Source: an optimization exercise on an open RTL-to-GDS flow (aim: small area, a short achievable clock period and few clock cycles per item). Production flows keep margins and buffers that such runs may drop.
The RTL was checked by simulation tests, not by an equivalence proof against the original design.
Power is estimated from default activity; no workload was simulated.

== JK ==
==> flow/design.v <==
package iwo_pkg;
  localparam int TABLE_SEGMENTS = 36;
  localparam int TABLE_DEPTH    = TABLE_SEGMENTS + 1;
  localparam int SAMPLE_BITS    = 14;
  localparam int FRAC_BITS   = 8;
  localparam int FRAC_ONE    = 1 << FRAC_BITS;
  localparam int PHASE_LIMIT = TABLE_SEGMENTS * FRAC_ONE;
  localparam int PHASE_W     = $clog2(PHASE_LIMIT);
  localparam int PINT_W      = PHASE_W - FRAC_BITS;
  localparam int IDX_W       = $clog2(TABLE_DEPTH);
  localparam int OP_W          = 1;
  localparam int ENTRY_IDX_W   = 6;
  localparam int ENTRY_VAL_W   = 14;
  localparam int INC_W         = 8;
  localparam int DAC_W         = 16;
  localparam logic [DAC_W-1:0] DAC_MASK = 16'hFFC0;
  localparam int WGT_W = FRAC_BITS + 1;
  localparam int SUM_W = SAMPLE_BITS + WGT_W;
  localparam int CFG_ADDR_W = 2;
  localparam int CFG_DATA_W = 32;
  localparam logic [CFG_ADDR_W-1:0] REG_PHASE_INC = 2'd0;
  typedef enum logic [OP_W-1:0] {
    OP_LOAD = 1'b0,
    OP_STEP = 1'b1
  } op_t;
endpackage
module interpolating_wavetable_oscillator (
  input  logic                   clk,
  input  logic                   rst_n,
  input  logic                   in_valid,
  output logic                   in_stall,
  input  logic [iwo_pkg::OP_W-1:0]        in_operation,
  input  logic [iwo_pkg::ENTRY_IDX_W-1:0] in_entry_index,
  input  logic [iwo_pkg::ENTRY_VAL_W-1:0] in_entry_value,
  output logic                   out_valid,
  input  logic                   out_stall,
  output logic [iwo_pkg::DAC_W-1:0]       out_dac_word,
  input  logic                   psel,
  input  logic                   penable,
  input  logic                   pwrite,
  input  logic [iwo_pkg::CFG_ADDR_W-1:0]  paddr,
  input  logic [iwo_pkg::CFG_DATA_W-1:0]  pwdata,
  output logic [iwo_pkg::CFG_DATA_W-1:0]  prdata,
  output logic                   pready
);
  localparam int SEGS = iwo_pkg::TABLE_SEGMENTS;    
  localparam int DEPTH = iwo_pkg::TABLE_DEPTH;      
  localparam int SB = iwo_pkg::SAMPLE_BITS;         
  localparam int FB = iwo_pkg::FRAC_BITS;           
  localparam int IW = iwo_pkg::INC_W;               
  localparam int EIW = iwo_pkg::ENTRY_IDX_W;        
  localparam int CDW = iwo_pkg::CFG_DATA_W;         
  localparam int OW = 10;                           
  logic go;
  logic [IW-1:0] inc_r;
  logic          cfg_wr;
  assign cfg_wr = psel && penable && pwrite && paddr == iwo_pkg::REG_PHASE_INC;
  assign pready = 1'b1;
  assign prdata = (paddr == iwo_pkg::REG_PHASE_INC) ? CDW'(inc_r) : '0;
  always_ff @(posedge clk) begin
    if (!rst_n) inc_r <= '0;
    else if (cfg_wr) inc_r <= pwdata[IW-1:0];
  end
  logic [SB-1:0] tab [DEPTH];
  logic [5:0]    k_r;         
  logic [FB-1:0] f_r;         
  logic [SB-1:0] lo_r, hi_r;  
  logic          v2_r;        
  logic          acc, stepx, loadx, adv, wrap;
  logic [FB:0]   f_sum;
  logic [SB-1:0] rd;          
  assign in_stall = !go;
  assign acc   = go && in_valid;
  assign stepx = acc && in_operation[0];
  assign loadx = acc && !in_operation[0];
  assign f_sum = {1'b0, f_r} + (FB + 1)'(inc_r);
  assign adv   = stepx && f_sum[FB];
  assign wrap  = (k_r == 6'(SEGS - 1));
  always_comb begin
    rd = '0;
    for (int j = 0; j < SEGS; j++) begin
      rd = rd | (tab[(j == SEGS - 1) ? 1 : j + 2] & {SB{k_r == 6'(j)}});
    end
  end
  always_ff @(posedge clk) begin
    if (!rst_n) begin
      k_r <= '0;
      f_r <= '0;
    end else begin
      if (stepx) f_r <= f_sum[FB-1:0];
      if (adv) k_r <= wrap ? 6'd0 : k_r + 6'd1;
    end
  end
  logic [DEPTH-1:0] we;
  logic [7:0]       wlo;
  logic [4:0]       whi;
  always_comb begin
    for (int a = 0; a < 8; a++) wlo[a] = (in_entry_index[2:0] == 3'(a));
    for (int b = 0; b < 5; b++) whi[b] = loadx && (in_entry_index[5:3] == 3'(b));
    for (int j = 0; j < DEPTH; j++) we[j] = wlo[j % 8] && whi[j / 8];
  end
  always_ff @(posedge clk) begin
    for (int j = 0; j < DEPTH; j++) begin
      if (we[j]) tab[j] <= in_entry_value;
    end
  end
  always_ff @(posedge clk) begin
    if (adv) begin
      lo_r <= wrap ? tab[0] : hi_r;
      hi_r <= rd;
    end else if (loadx) begin
      if (in_entry_index == k_r) lo_r <= in_entry_value;
      if (in_entry_index == k_r + 6'd1) hi_r <= in_entry_value;
    end
  end
  always_ff @(posedge clk) begin
    if (!rst_n) v2_r <= 1'b0;
    else if (go) v2_r <= in_valid && in_operation[0];
  end
  localparam int SW = 22;
  logic [SW-1:0] row [9];
  logic [SW-1:0] l1 [6];
  logic [SW-1:0] l2 [4];
  logic [SW-1:0] l3 [3];
  logic [SW-1:0] l4 [2];
  always_comb begin
    for (int j = 0; j < FB; j++) row[j] = SW'(f_r[j] ? hi_r : lo_r) << j;
    row[8] = SW'(lo_r);
    for (int j = 0; j < 3; j++) begin
      l1[2*j] = row[3*j] ^ row[3*j+1] ^ row[3*j+2];
      l1[2*j+1] = ((row[3*j] & row[3*j+1]) | (row[3*j] & row[3*j+2]) | (row[3*j+1] & row[3*j+2])) << 1;
    end
    for (int j = 0; j < 2; j++) begin
      l2[2*j] = l1[3*j] ^ l1[3*j+1] ^ l1[3*j+2];
      l2[2*j+1] = ((l1[3*j] & l1[3*j+1]) | (l1[3*j] & l1[3*j+2]) | (l1[3*j+1] & l1[3*j+2])) << 1;
    end
    l3[0] = l2[0] ^ l2[1] ^ l2[2];
    l3[1] = ((l2[0] & l2[1]) | (l2[0] & l2[2]) | (l2[1] & l2[2])) << 1;
    l3[2] = l2[3];
    l4[0] = l3[0] ^ l3[1] ^ l3[2];
    l4[1] = ((l3[0] & l3[1]) | (l3[0] & l3[2]) | (l3[1] & l3[2])) << 1;
  end
  logic          v3_r;
  logic [SW-1:0] ps_r, pc_r;
  logic [SW-1:0] s;
  logic [OW-1:0] r;
  always_ff @(posedge clk) begin
    if (!rst_n) v3_r <= 1'b0;
    else if (go) v3_r <= v2_r;
  end
  always_ff @(posedge clk) begin
    if (go && v2_r) begin
      ps_r <= l4[0];
      pc_r <= l4[1];
    end
  end
  assign s = ps_r + pc_r;
  assign r = s[21:12];
  logic          ov_r;
  logic [OW-1:0] o_r;
  assign go = !(ov_r && out_stall);
  always_ff @(posedge clk) begin
    if (!rst_n) ov_r <= 1'b0;
    else if (go) ov_r <= v3_r;
  end
  always_ff @(posedge clk) begin
    if (go && v3_r) o_r <= r;
  end
  assign out_valid    = ov_r;
  assign out_dac_word = {o_r, 6'd0};
endmodule
clock: 7.0 ns
lec_check: 0
abc_clock_period_in_ps: 3000
cap_margin: 20
core_margin: 2
core_utilization: 65
cts_buf_list: sky130_fd_sc_hd__clkbuf_8
cts_cluster_diameter: 60
cts_cluster_size: 16
setup_slack_margin: 3.8
slew_margin: 20
standard.sh (not shown) runs the stock make flow with config.mk's settings and CLKGATE_MAP_FILE= SYNTH_SCRIPT=/design/flow/synth_recipe.tcl, a recipe that flattens the netlist after the stock synthesis.
==> flow/flow/run.sh <==
#!/bin/bash
# Layout flow: the standard synthesis, then each configuration read-data bit
# (prdata[7:0]) is rebuilt as one gate of its own (see patch_prdata.py), then the standard flow's
# standard layout from floorplan to finish, with plain buffers (buf_2) as the port
# buffers. Each step's full output goes to a log file here.
set -euo pipefail
R=orfs/results/sky130hd/interpolating_wavetable_oscillator/base
bash standard.sh synth > log_synth.txt 2>&1
python3 flow/patch_prdata.py $R/1_2_yosys.v > log_patch.txt 2>&1
touch $R/1_2_yosys.v
bash standard.sh BUFFER_PORTS_ARGS="-buffer_cell sky130_fd_sc_hd__buf_2" finish > log_layout.txt 2>&1
Other scripts of this flow, unchanged in this note and not shown: flow/flow/patch_prdata.py
JK was carried through to the last stage, and its layout satisfied the timing, design-rule and antenna checks.
Testbench counts of JK, summed over its fixed seeds: cycles 4,416, items 4,096.
Edits applied to the flow inputs when going from JK to MS:
Settings: changing CORE_UTILIZATION from 65 to 60; changing SETUP_SLACK_MARGIN from 3.8 to 3.72.
Results
For wire length, JK and MS come out practically identical.
The lower worst-case hold slack of MS and JK is in MS.
Taking JK as the reference, in MS placed cell area stayed essentially flat; switching power fell by 0.000026 W; die width rose by 8.4 µm; total power fell by 0.000042 W; combinational fraction of design power fell by 0.2 points.
nor2_2 as the slowest library cell on the worst path was reported by MS, and nor3b_2 by JK.
There was hardly any difference in via count of the first global-routing pass between JK and MS.
Compared with JK, MS shows area of the core that has gone up by a little under 10%.
The following lists how AL was set up differently from MS:
Settings: CORE_UTILIZATION: 60 -> 72; SETUP_SLACK_MARGIN: 3.72 -> 3.8.
==> comparison <==
- AL went all the way through synthesis, placement and routing and the layout is clean on timing, DRC and antenna.
- Side by side, number of antenna violations at the first check in global routing turned out lower in AL than in MS.
- Final instance area in AL vs MS: up 380 µm²
- Compared to MS, the routing of AL uses less wire.
- Sum of internal, switching and leakage power: MS and AL compared, lower one is AL
The inputs of TR differ from those of AL as listed below.
Settings: CORE_UTILIZATION: 72 -> 55.
==> flow/flow/run.sh <==
#!/bin/bash
# Layout flow: the standard synthesis, then each configuration read-data bit
# (prdata[7:0]) is rebuilt as one gate of its own (see patch_prdata.py), then the standard flow's
# standard layout from floorplan to finish. Each step's full output goes to a log here.
set -euo pipefail
R=orfs/results/sky130hd/interpolating_wavetable_oscillator/base
bash standard.sh synth > log_synth.txt 2>&1
python3 flow/patch_prdata.py $R/1_2_yosys.v > log_patch.txt 2>&1
touch $R/1_2_yosys.v
bash standard.sh > log_layout.txt 2>&1
Results
Compared with AL, TR shows a lower minimum period implied by the final worst setup slack.
Between TR and AL, it is TR whose power of the clock network is higher, by 17%.
Per the comparison of TR with AL, routed length on met2 went up; clock distribution area overhead in the final layout went up; portion of the clock cycle consumed by the worst path in the final layout did not really move.
Compared with AL, TR is hungrier on power.
Run comparison: AL standard cell with the maximum stage delay on the critical path nor2_2; TR standard cell with the maximum stage delay on the critical path clkdlybuf4s50_1
Measured against TR, the total detailed-routing wirelength of AL comes out at 0.930 times the reference value.
The following lists how PW was set up differently from TR:
Settings: a change of CORE_UTILIZATION from 55 to 65.
Findings:
- Going from TR to PW, hold slack now larger; routed wire length went down; adder-cell area share of the yosys netlist flat; horizontal die dimension shrank by 7.9%.
- In PW, first-iteration detailed-routing DRC count is higher than in TR.
- The final reports for PW and TR show fmax higher in the former.
- Core utilization: PW higher than TR

separate check: timing with driven ports:
No port has a modelled driver above. Below, the same layouts with a new extraction and two added sets of constraints.
Step 1 assumes that a clkbuf_16 drives the clock port and a buf_2 every other input.
Step 2 moves the port delays by t, midway between the first and last clock arrival at a register: inputs arrive t later, outputs are due t later. That takes back most of the time a late clock gives input paths.
Slacks: no drivers / after step 1 / after step 2; pairs: no drivers / after step 1.
run | t, ns | setup slack, ns | hold WS [ns] | worst setup path at the end | latest minus earliest clock arrival (ns)
JK | 0.722 | 3.743 / 3.653 / 3.095 | 0.488 / 0.488 / 0.488 | input to register | 0.055 / 0.055
MS | 0.723 | 3.717 / 3.714 / 3.027 | 0.474 / 0.474 / 0.474 | input to register | 0.045 / 0.046
AL | 0.708 | 3.710 / 3.676 / 3.033 | 0.474 / 0.474 / 0.474 | input to register | 0.057 / 0.057
TR | 0.739 | 3.713 / 3.622 / 2.996 | 0.484 / 0.484 / 0.484 | input to register | 0.054 / 0.054
PW | 0.714 | 3.733 / 3.640 / 3.141 | 0.490 / 0.490 / 0.490 | input to register | 0.070 / 0.070
After both steps every run listed still meets setup and hold. For TR, which loses most, drivers alone change the setup slack by -0.091 ns; drivers and shift together by -0.717 ns.
